Background: an optimization exercise with open tools, aiming at small area, a short achievable clock period and few clock cycles. Do not read the settings as production practice. At most, simulation tests tie the RTL to the original design; equivalence was not proved.

==> try-umber <==
Design ast_tensor_stream_sv, start of the top module:
module ast_tensor_stream_sv #(
   parameter int DATAWIDTH = 14,
   parameter int SIZE      = 4,
   parameter int ACCWIDTH  = 2*DATAWIDTH+$clog2(SIZE)
) (
   input  logic                   clk,
   input  logic                   reset_n,
   input  logic                   cfg_valid,
   input  logic [$clog2(SIZE):0]  cfg_q,
   input  logic [$clog2(SIZE):0]  cfg_r,
   input  logic [$clog2(SIZE):0]  cfg_k,
   input  logic                   in_valid,
   output logic                   in_ready,
   input  logic                   in_set,
   input  logic [DATAWIDTH-1:0]   in_data,
   input  logic                   start,
   input  logic                   keep_b,
   input  logic                   relu,
   output logic                   out_valid,
   input  logic                   out_ready,
   output logic [DATAWIDTH-1:0]   out_data,
   output logic                   out_last,
  ...
==> flow/config.mk <==
export PLATFORM = sky130hd
export DESIGN_NAME = ast_tensor_stream_sv
export DESIGN_NICKNAME = ast_tensor_stream_sv
export VERILOG_FILES = /design/flow/design.v
export SDC_FILE = /design/flow/constraint.sdc
export NUM_CORES = 4
export LEC_CHECK = 0
export ABC_CLOCK_PERIOD_IN_PS = 5000
export CAP_MARGIN = 20
export CORE_MARGIN = 2
export CORE_UTILIZATION = 50
export SETUP_SLACK_MARGIN = 5
export SLEW_MARGIN = 20
==> flow/constraint.sdc <==
create_clock -name core_clock -period 10.0 [get_ports {clk}]
set_input_delay 2.0000 -clock core_clock [delete_from_list [all_inputs] [get_ports {clk}]]
set_output_delay 2.0000 -clock core_clock [all_outputs]
set_load 0.01 [all_outputs]
run.sh (not shown) runs the stock make flow with config.mk's settings and CLKGATE_MAP_FILE= SYNTH_SCRIPT=/design/flow/synth_recipe.tcl, a recipe that flattens the netlist after the stock synthesis.
==> try-ember: changes against try-umber <==
--- a/flow/design.v
+++ b/flow/design.v
@@ -28,18 +28,14 @@
    localparam int unsigned NW = 2 * CW;
    logic [CW-1:0] q_r, r_r, k_r;
    logic [NW-1:0] a_cnt, b_cnt, a_need, b_need;
    logic          keep_r;
    logic          a_room, b_room;      
    logic          dims_ok, start_ok, accept, go, fin;
    logic [1:0]    ai, ar;              
-   assign a_need   = NW'(q_r) * NW'(r_r);
-   assign b_need   = NW'(r_r) * NW'(k_r);
-   assign dims_ok  = (q_r != '0) && (r_r != '0) && (k_r != '0) &&
-                     (q_r <= CW'(SIZE)) && (r_r <= CW'(SIZE)) && (k_r <= CW'(SIZE));
    assign start_ok = !cfg_valid && dims_ok && (a_cnt == a_need) && (b_cnt == b_need);
    assign in_ready = in_set ? b_room : a_room;
    assign accept   = in_valid && in_ready && !cfg_valid;
    assign go       = !busy && start && start_ok;
    assign fin      = out_valid && out_ready && out_last;
    logic [CW-1:0] q_n, r_n, k_n;
    logic [NW-1:0] a_cnt_n, b_cnt_n;
@@ -87,26 +83,35 @@
       end
    end
    always_ff @(posedge clk or negedge reset_n) begin
       if (!reset_n) begin
          q_r    <= '0;
          r_r    <= '0;
          k_r    <= '0;
+         a_need <= '0;
+         b_need <= '0;
+         dims_ok <= 1'b0;
          a_cnt  <= '0;
          b_cnt  <= '0;
          keep_r <= 1'b0;
          busy   <= 1'b0;
          done   <= 1'b0;
          err    <= 1'b0;
          a_room <= 1'b0;
          b_room <= 1'b0;
       end else begin
          q_r    <= q_n;
          r_r    <= r_n;
          k_r    <= k_n;
+         if (!busy && cfg_valid) begin
+            a_need  <= NW'(cfg_q) * NW'(cfg_r);
+            b_need  <= NW'(cfg_r) * NW'(cfg_k);
+            dims_ok <= (cfg_q != '0) && (cfg_r != '0) && (cfg_k != '0) &&
+                       (cfg_q <= CW'(SIZE)) && (cfg_r <= CW'(SIZE)) && (cfg_k <= CW'(SIZE));
+         end
          a_cnt  <= a_cnt_n;
          b_cnt  <= b_cnt_n;
          busy   <= busy_n;
          done   <= busy && fin;
          err    <= !busy && start && !start_ok;
          if (go) keep_r <= keep_b;
          a_room <= a_room_n;
@@ -135,35 +140,123 @@
       end
    end
    logic [1:0] ii, ij, ci, cj;
    logic       iss, iss_done, iss_last, out_all, stall, load;
    logic       s0_v, s1_v;
    assign stall    = out_valid && !out_ready;
    assign iss_last = (CW'(ii) == q_r - CW'(1)) && (CW'(ij) == k_r - CW'(1));
-   assign iss      = go || (busy && !iss_done && !stall);
-   assign load     = busy && s1_v && !stall && !fin;
+   assign iss      = (go || busy && !stall) && !iss_done;
+   assign load     = (busy || go) && s1_v && !stall && !fin;
+   logic pre, sp1, sp2, pre_n, sp1_n, sp2_n;
+   logic idx0, touch0, touch1;
+   logic a_full, a_last, a_last2, b_full, b_last, b_last2;
+   logic full_w, short_w;      
+   logic [NW-1:0] bc1;         
+   assign idx0    = !pre && !sp1 && !sp2;
+   assign a_full  = a_cnt == a_need;
+   assign a_last  = a_cnt + NW'(1) == a_need;
+   assign a_last2 = a_cnt + NW'(2) == a_need;
+   assign b_full  = b_cnt == b_need;
+   assign b_last  = b_cnt + NW'(1) == b_need;
+   assign b_last2 = b_cnt + NW'(2) == b_need;
+   assign full_w  = dims_ok && (in_set ? a_full && b_last : a_last && b_full);
+   assign short_w = dims_ok && (in_set ? a_full && b_last2 || a_last && b_last
+                                       : a_last && b_last || a_last2 && b_full);
+   assign bc1    = (k_r == CW'(1)) ? NW'(0) : NW'(1);
+   assign touch0 = in_set ? (bj == 2'd0) : (ai == 2'd0);
+   assign touch1 = in_set ? (bj == 2'(bc1)) : (ai == ((k_r == CW'(1)) ? 2'd1 : 2'd0));
+   logic [1:0] bj, bmod3;
+   always_comb
+      case (b_cnt[3:0])
+         4'd1, 4'd4, 4'd7, 4'd10, 4'd13: bmod3 = 2'd1;
+         4'd2, 4'd5, 4'd8, 4'd11, 4'd14: bmod3 = 2'd2;
+         default:                        bmod3 = 2'd0;
+      endcase
    always_ff @(posedge clk) begin
+      if (!busy && cfg_valid) begin
+         if (!keep_r)                bj <= 2'd0;
+         else if (cfg_k == CW'(2))   bj <= {1'b0, b_cnt[0]};
+         else if (cfg_k == CW'(3))   bj <= bmod3;
+         else if (cfg_k == CW'(4))   bj <= b_cnt[1:0];
+         else                        bj <= 2'd0;
+      end else if (!busy && accept && in_set) begin
+         bj <= (CW'(bj) == k_r - CW'(1)) ? 2'd0 : bj + 2'd1;
+      end else if (busy && fin && !keep_r) begin
+         bj <= 2'd0;
+      end
+   end
+   assign sp2_n = !busy && accept && pre && full_w && !touch0 && !touch1;
+   assign sp1_n = !busy && accept && idx0 && full_w && !touch0;
+   assign pre_n = !busy && accept && idx0 && short_w && !touch0;
+   always_ff @(posedge clk or negedge reset_n) begin
+      if (!reset_n) begin
+         pre <= 1'b0; sp1 <= 1'b0; sp2 <= 1'b0;
+      end else begin
+         pre <= pre_n; sp1 <= sp1_n; sp2 <= sp2_n;
+      end
+   end
+   logic q1, k1, k2, qk_le1, qk_le2;
+   assign q1 = q_r == CW'(1);
+   assign k1 = k_r == CW'(1);
+   assign k2 = k_r == CW'(2);
+   assign qk_le1 = q1 && k1;
+   assign qk_le2 = q1 && (k1 || k2) || q_r == CW'(2) && k1;
+   logic [1:0] ii_n, ij_n;
+   logic       iss_done_n;
+   logic [3:0] pb [4];
+   logic [3:0] rk [4], pb_j1 [4], pb_j2 [4], pb_cj [4];
+   always_comb
+      for (int r = 0; r < 4; r++) begin
+         rk[r]    = 4'(r * k_r);
+         pb_j1[r] = rk[r] + (k1 ? 4'd0 : 4'd1);
+         pb_j2[r] = rk[r] + ((k1 || k2) ? 4'd0 : 4'd2);
+         pb_cj[r] = rk[r] + 4'(cj);
+      end
+   always_comb begin
+      ii_n = ii; ij_n = ij; iss_done_n = iss_done;
       if (!busy && !go) begin
-         ii <= '0; ij <= '0;
-         iss_done <= 1'b0;
+         if (sp2_n) begin
+            ii_n = k1 ? 2'd2 : k2 ? 2'd1 : 2'd0;
+            ij_n = (k1 || k2) ? 2'd0 : 2'd2;
+         end else if (sp1_n || pre_n) begin
+            ii_n = k1 ? 2'd1 : 2'd0;
+            ij_n = k1 ? 2'd0 : 2'd1;
+         end else begin
+            ii_n = 2'd0;
+            ij_n = 2'd0;
+         end
+         iss_done_n = sp2_n ? qk_le2 : sp1_n && qk_le1;
       end else if (stall) begin
-         ii <= ci; ij <= cj;
-         iss_done <= out_all;
+         ii_n = ci; ij_n = cj;
+         iss_done_n = out_all;
       end else if (iss) begin
-         if (iss_last) iss_done <= 1'b1;
+         if (iss_last) iss_done_n = 1'b1;
          if (CW'(ij) == k_r - CW'(1)) begin
-            ij <= '0;
-            ii <= ii + 2'd1;
+            ij_n = '0;
+            ii_n = ii + 2'd1;
          end else begin
-            ij <= ij + 2'd1;
+            ij_n = ij + 2'd1;
          end
       end
    end
    always_ff @(posedge clk) begin
-      if (!busy) begin
+      ii <= ii_n;
+      ij <= ij_n;
+      iss_done <= iss_done_n;
+      for (int r = 1; r < 4; r++) begin
+         if (!busy && !go)
+            pb[r] <= sp2_n ? pb_j2[r] : (sp1_n || pre_n) ? pb_j1[r] : rk[r];
+         else if (stall)
+            pb[r] <= pb_cj[r];
+         else if (iss)
+            pb[r] <= (CW'(ij) == k_r - CW'(1)) ? rk[r] : pb[r] + 4'd1;
+      end
+   end
+   always_ff @(posedge clk) begin
+      if (!busy && !go) begin
          ci <= '0; cj <= '0;
          out_all <= 1'b0;
       end else if (load) begin
          if ((CW'(ci) == q_r - CW'(1)) && (CW'(cj) == k_r - CW'(1))) out_all <= 1'b1;
          if (CW'(cj) == k_r - CW'(1)) begin
             cj <= '0;
             ci <= ci + 2'd1;
@@ -173,34 +266,31 @@
       end
    end
    always_ff @(posedge clk or negedge reset_n) begin
       if (!reset_n) begin
          s0_v <= 1'b0;
          s1_v <= 1'b0;
       end else begin
-         s0_v <= iss;
-         s1_v <= s0_v && !stall;
+         s0_v <= (busy || go) ? iss : (sp1_n || sp2_n) && !(sp2_n && qk_le1);
+         s1_v <= (busy || go) ? s0_v && !stall : sp2_n;
       end
    end
    logic signed [DATAWIDTH-1:0] op_a [4];
    logic signed [DATAWIDTH-1:0] op_b [4];
-   logic        [3:0]           b_idx [4];
    always_comb begin
-      for (int r = 0; r < 4; r++) begin
-         b_idx[r] = 4'(r * k_r) + 4'(ij);
+      for (int r = 0; r < 4; r++)
          op_a[r] = (CW'(r) < r_r) ? a_mem[ii][r] : '0;
-      end
       op_b[0] = b_mem[{2'b00, ij}];
-      op_b[1] = b_mem[{1'b0, b_idx[1][2:0]}];
+      op_b[1] = b_mem[{1'b0, pb[1][2:0]}];
       op_b[2] = '0;
       for (int e = 2; e <= 11; e++)
-         if (b_idx[2] == 4'(e)) op_b[2] = b_mem[e];
+         if (pb[2] == 4'(e)) op_b[2] = b_mem[e];
       op_b[3] = '0;
       for (int e = 3; e <= 15; e++)
-         if (b_idx[3] == 4'(e)) op_b[3] = b_mem[e];
+         if (pb[3] == 4'(e)) op_b[3] = b_mem[e];
    end
    logic [DATAWIDTH-1:0] ta [4];
    logic [6:0]           bn [4];
    logic [6:0]           b1 [4];
    logic [6:0]           b2 [4];
    always_ff @(posedge clk) begin
       for (int r = 0; r < 4; r++) begin
@@ -1620,15 +1710,15 @@
    assign cs[0][29] = 1'b1;
    assign cs[1][29] = 1'b0;
    assign cs[2][29] = 1'b0;
    logic [29:0] ps [3];
    always_ff @(posedge clk) begin
       for (int r = 0; r < 3; r++) ps[r] <= cs[r];
    end
-   logic signed [29:0] psum;
+   logic [29:0] psum;
    always_comb begin
       psum = ps[0];
       for (int r = 1; r < 3; r++) psum = psum + ps[r];
    end
    logic [DATAWIDTH-1:0] res;
    always_comb begin
       if (psum[29:13] != {17{psum[29]}})
==> flow/flow/run.sh (new file) <==
#!/bin/bash
# Standard layout, with timing repair aiming further below the clock period.
set -e
export SETUP_SLACK_MARGIN=5.6
bash standard.sh > standard.log 2>&1
==> flow/standard.sh (new file) <==
#!/bin/bash
# synth_recipe.tcl (not shown) runs the flow's synth.tcl, then flattens the netlist and writes it again
# the make line also repeats each setting of config.mk as NAME=value (left out here)
make -C /OpenROAD-flow-scripts/flow DESIGN_CONFIG=/design/flow/config.mk WORK_HOME=/design/flow/orfs CLKGATE_MAP_FILE= SYNTH_SCRIPT=/design/flow/synth_recipe.tcl "${@:-finish}"
SETUP_SLACK_MARGIN = unset   (was 5)
removed: flow/run.sh
==> try-cedar: changes against try-umber <==
--- a/flow/design.v
+++ b/flow/design.v
@@ -135,35 +135,92 @@
       end
    end
    logic [1:0] ii, ij, ci, cj;
    logic       iss, iss_done, iss_last, out_all, stall, load;
    logic       s0_v, s1_v;
    assign stall    = out_valid && !out_ready;
    assign iss_last = (CW'(ii) == q_r - CW'(1)) && (CW'(ij) == k_r - CW'(1));
-   assign iss      = go || (busy && !iss_done && !stall);
-   assign load     = busy && s1_v && !stall && !fin;
-   always_ff @(posedge clk) begin
+   assign iss      = (go || busy && !stall) && !iss_done;
+   assign load     = (busy || go) && s1_v && !stall && !fin;
+   logic pre, sp1, sp2, pre_n, sp1_n, sp2_n;
+   logic idx0, touch0, touch1;
+   logic a_full, a_last, a_last2, b_full, b_last, b_last2;
+   logic full_w, short_w;      
+   logic [NW-1:0] bc1;         
+   assign idx0    = !pre && !sp1 && !sp2;
+   assign a_full  = a_cnt == a_need;
+   assign a_last  = a_cnt + NW'(1) == a_need;
+   assign a_last2 = a_cnt + NW'(2) == a_need;
+   assign b_full  = b_cnt == b_need;
+   assign b_last  = b_cnt + NW'(1) == b_need;
+   assign b_last2 = b_cnt + NW'(2) == b_need;
+   assign full_w  = dims_ok && (in_set ? a_full && b_last : a_last && b_full);
+   assign short_w = dims_ok && (in_set ? a_full && b_last2 || a_last && b_last
+                                       : a_last && b_last || a_last2 && b_full);
+   assign bc1    = (k_r == CW'(1)) ? NW'(0) : NW'(1);
+   assign touch0 = in_set ? (b_cnt == '0 || b_cnt == NW'(k_r) || b_cnt == NW'(2 * k_r) ||
+                             b_cnt == NW'(3 * k_r))
+                          : (ai == 2'd0);
+   assign touch1 = in_set ? (b_cnt == bc1 || b_cnt == NW'(k_r) + bc1 ||
+                             b_cnt == NW'(2 * k_r) + bc1 || b_cnt == NW'(3 * k_r) + bc1)
+                          : (ai == ((k_r == CW'(1)) ? 2'd1 : 2'd0));
+   assign sp2_n = !busy && accept && pre && full_w && !touch0 && !touch1;
+   assign sp1_n = !busy && accept && idx0 && full_w && !touch0;
+   assign pre_n = !busy && accept && idx0 && short_w && !touch0;
+   always_ff @(posedge clk or negedge reset_n) begin
+      if (!reset_n) begin
+         pre <= 1'b0; sp1 <= 1'b0; sp2 <= 1'b0;
+      end else begin
+         pre <= pre_n; sp1 <= sp1_n; sp2 <= sp2_n;
+      end
+   end
+   logic q1, k1, k2, qk_le1, qk_le2;
+   assign q1 = q_r == CW'(1);
+   assign k1 = k_r == CW'(1);
+   assign k2 = k_r == CW'(2);
+   assign qk_le1 = q1 && k1;
+   assign qk_le2 = q1 && (k1 || k2) || q_r == CW'(2) && k1;
+   logic [1:0] ii_n, ij_n;
+   logic       iss_done_n;
+   logic [3:0] pb [4];
+   always_comb begin
+      ii_n = ii; ij_n = ij; iss_done_n = iss_done;
       if (!busy && !go) begin
-         ii <= '0; ij <= '0;
-         iss_done <= 1'b0;
+         if (sp2_n) begin
+            ii_n = k1 ? 2'd2 : k2 ? 2'd1 : 2'd0;
+            ij_n = (k1 || k2) ? 2'd0 : 2'd2;
+         end else if (sp1_n || pre_n) begin
+            ii_n = k1 ? 2'd1 : 2'd0;
+            ij_n = k1 ? 2'd0 : 2'd1;
+         end else begin
+            ii_n = 2'd0;
+            ij_n = 2'd0;
+         end
+         iss_done_n = sp2_n ? qk_le2 : sp1_n && qk_le1;
       end else if (stall) begin
-         ii <= ci; ij <= cj;
-         iss_done <= out_all;
+         ii_n = ci; ij_n = cj;
+         iss_done_n = out_all;
       end else if (iss) begin
-         if (iss_last) iss_done <= 1'b1;
+         if (iss_last) iss_done_n = 1'b1;
          if (CW'(ij) == k_r - CW'(1)) begin
-            ij <= '0;
-            ii <= ii + 2'd1;
+            ij_n = '0;
+            ii_n = ii + 2'd1;
          end else begin
-            ij <= ij + 2'd1;
+            ij_n = ij + 2'd1;
          end
       end
    end
    always_ff @(posedge clk) begin
-      if (!busy) begin
+      ii <= ii_n;
+      ij <= ij_n;
+      iss_done <= iss_done_n;
+      for (int r = 1; r < 4; r++) pb[r] <= 4'(r * k_r) + 4'(ij_n);
+   end
+   always_ff @(posedge clk) begin
+      if (!busy && !go) begin
          ci <= '0; cj <= '0;
          out_all <= 1'b0;
       end else if (load) begin
          if ((CW'(ci) == q_r - CW'(1)) && (CW'(cj) == k_r - CW'(1))) out_all <= 1'b1;
          if (CW'(cj) == k_r - CW'(1)) begin
             cj <= '0;
             ci <= ci + 2'd1;
@@ -173,34 +230,31 @@
       end
    end
    always_ff @(posedge clk or negedge reset_n) begin
       if (!reset_n) begin
          s0_v <= 1'b0;
          s1_v <= 1'b0;
       end else begin
-         s0_v <= iss;
-         s1_v <= s0_v && !stall;
+         s0_v <= (busy || go) ? iss : (sp1_n || sp2_n) && !(sp2_n && qk_le1);
+         s1_v <= (busy || go) ? s0_v && !stall : sp2_n;
       end
    end
    logic signed [DATAWIDTH-1:0] op_a [4];
    logic signed [DATAWIDTH-1:0] op_b [4];
-   logic        [3:0]           b_idx [4];
    always_comb begin
-      for (int r = 0; r < 4; r++) begin
-         b_idx[r] = 4'(r * k_r) + 4'(ij);
+      for (int r = 0; r < 4; r++)
          op_a[r] = (CW'(r) < r_r) ? a_mem[ii][r] : '0;
-      end
       op_b[0] = b_mem[{2'b00, ij}];
-      op_b[1] = b_mem[{1'b0, b_idx[1][2:0]}];
+      op_b[1] = b_mem[{1'b0, pb[1][2:0]}];
       op_b[2] = '0;
       for (int e = 2; e <= 11; e++)
-         if (b_idx[2] == 4'(e)) op_b[2] = b_mem[e];
+         if (pb[2] == 4'(e)) op_b[2] = b_mem[e];
       op_b[3] = '0;
       for (int e = 3; e <= 15; e++)
-         if (b_idx[3] == 4'(e)) op_b[3] = b_mem[e];
+         if (pb[3] == 4'(e)) op_b[3] = b_mem[e];
    end
    logic [DATAWIDTH-1:0] ta [4];
    logic [6:0]           bn [4];
    logic [6:0]           b1 [4];
    logic [6:0]           b2 [4];
    always_ff @(posedge clk) begin
       for (int r = 0; r < 4; r++) begin
==> comparison <==
Global-route usage, lowest first: try-cedar, try-ember, try-umber.
Routed wire length: try-cedar < try-umber < try-ember.
Against try-ember, the setup slack of try-cedar is worse by 200 ps.
The lowest clock-buffer cell count belongs to try-cedar, the highest to try-umber.
Sequential share of layout area: try-umber > try-cedar > try-ember.
Area after synthesis: try-ember > try-cedar > try-umber.
Against try-umber, the register-to-register slack of try-cedar is higher by 40 ps.
Testbench counts of try-cedar, summed over its fixed seeds: cycles 15,315.
Only the layout flow was run in try-umber and try-ember; the RTL was not checked for function there.

## separate check: timing with driven ports
In the flow no input, the clock included, has a driving cell. The finished layouts below were timed again as built, in two steps. Step 1 sets driving cells, clkbuf_16 on the clock port and buf_2 on the other inputs (assumed; they add their load-dependent delay and slew). Step 2, shift: input delay + t, output delay - t, t = (earliest + latest rising clock arrival at the registers) / 2. This alone moves slack from input paths to output paths. Slacks: no drivers / after step 1 / after step 2; pairs: no drivers / after step 1.
run | t (ns) | setup WS [ns] | hold slack, ns | latest minus earliest clock arrival (ns) | pins driven straight from the clock port
try-umber | 0.711 | 5.126 / 5.126 / 4.852 | 0.478 / 0.478 / 0.478 | 0.049 / 0.049 | 1
try-ember | 0.727 | 5.364 / 5.364 / 5.100 | 0.483 / 0.483 / 0.483 | 0.029 / 0.030 | 1
try-cedar | 0.710 | 5.167 / 5.167 / 4.596 | 0.450 / 0.450 / 0.450 | 0.031 / 0.031 | 1
After both steps setup and hold are still met in every run listed. The setup slack of try-cedar, which loses most, moves by 0.000 ns with the drivers and by -0.571 ns with both steps.
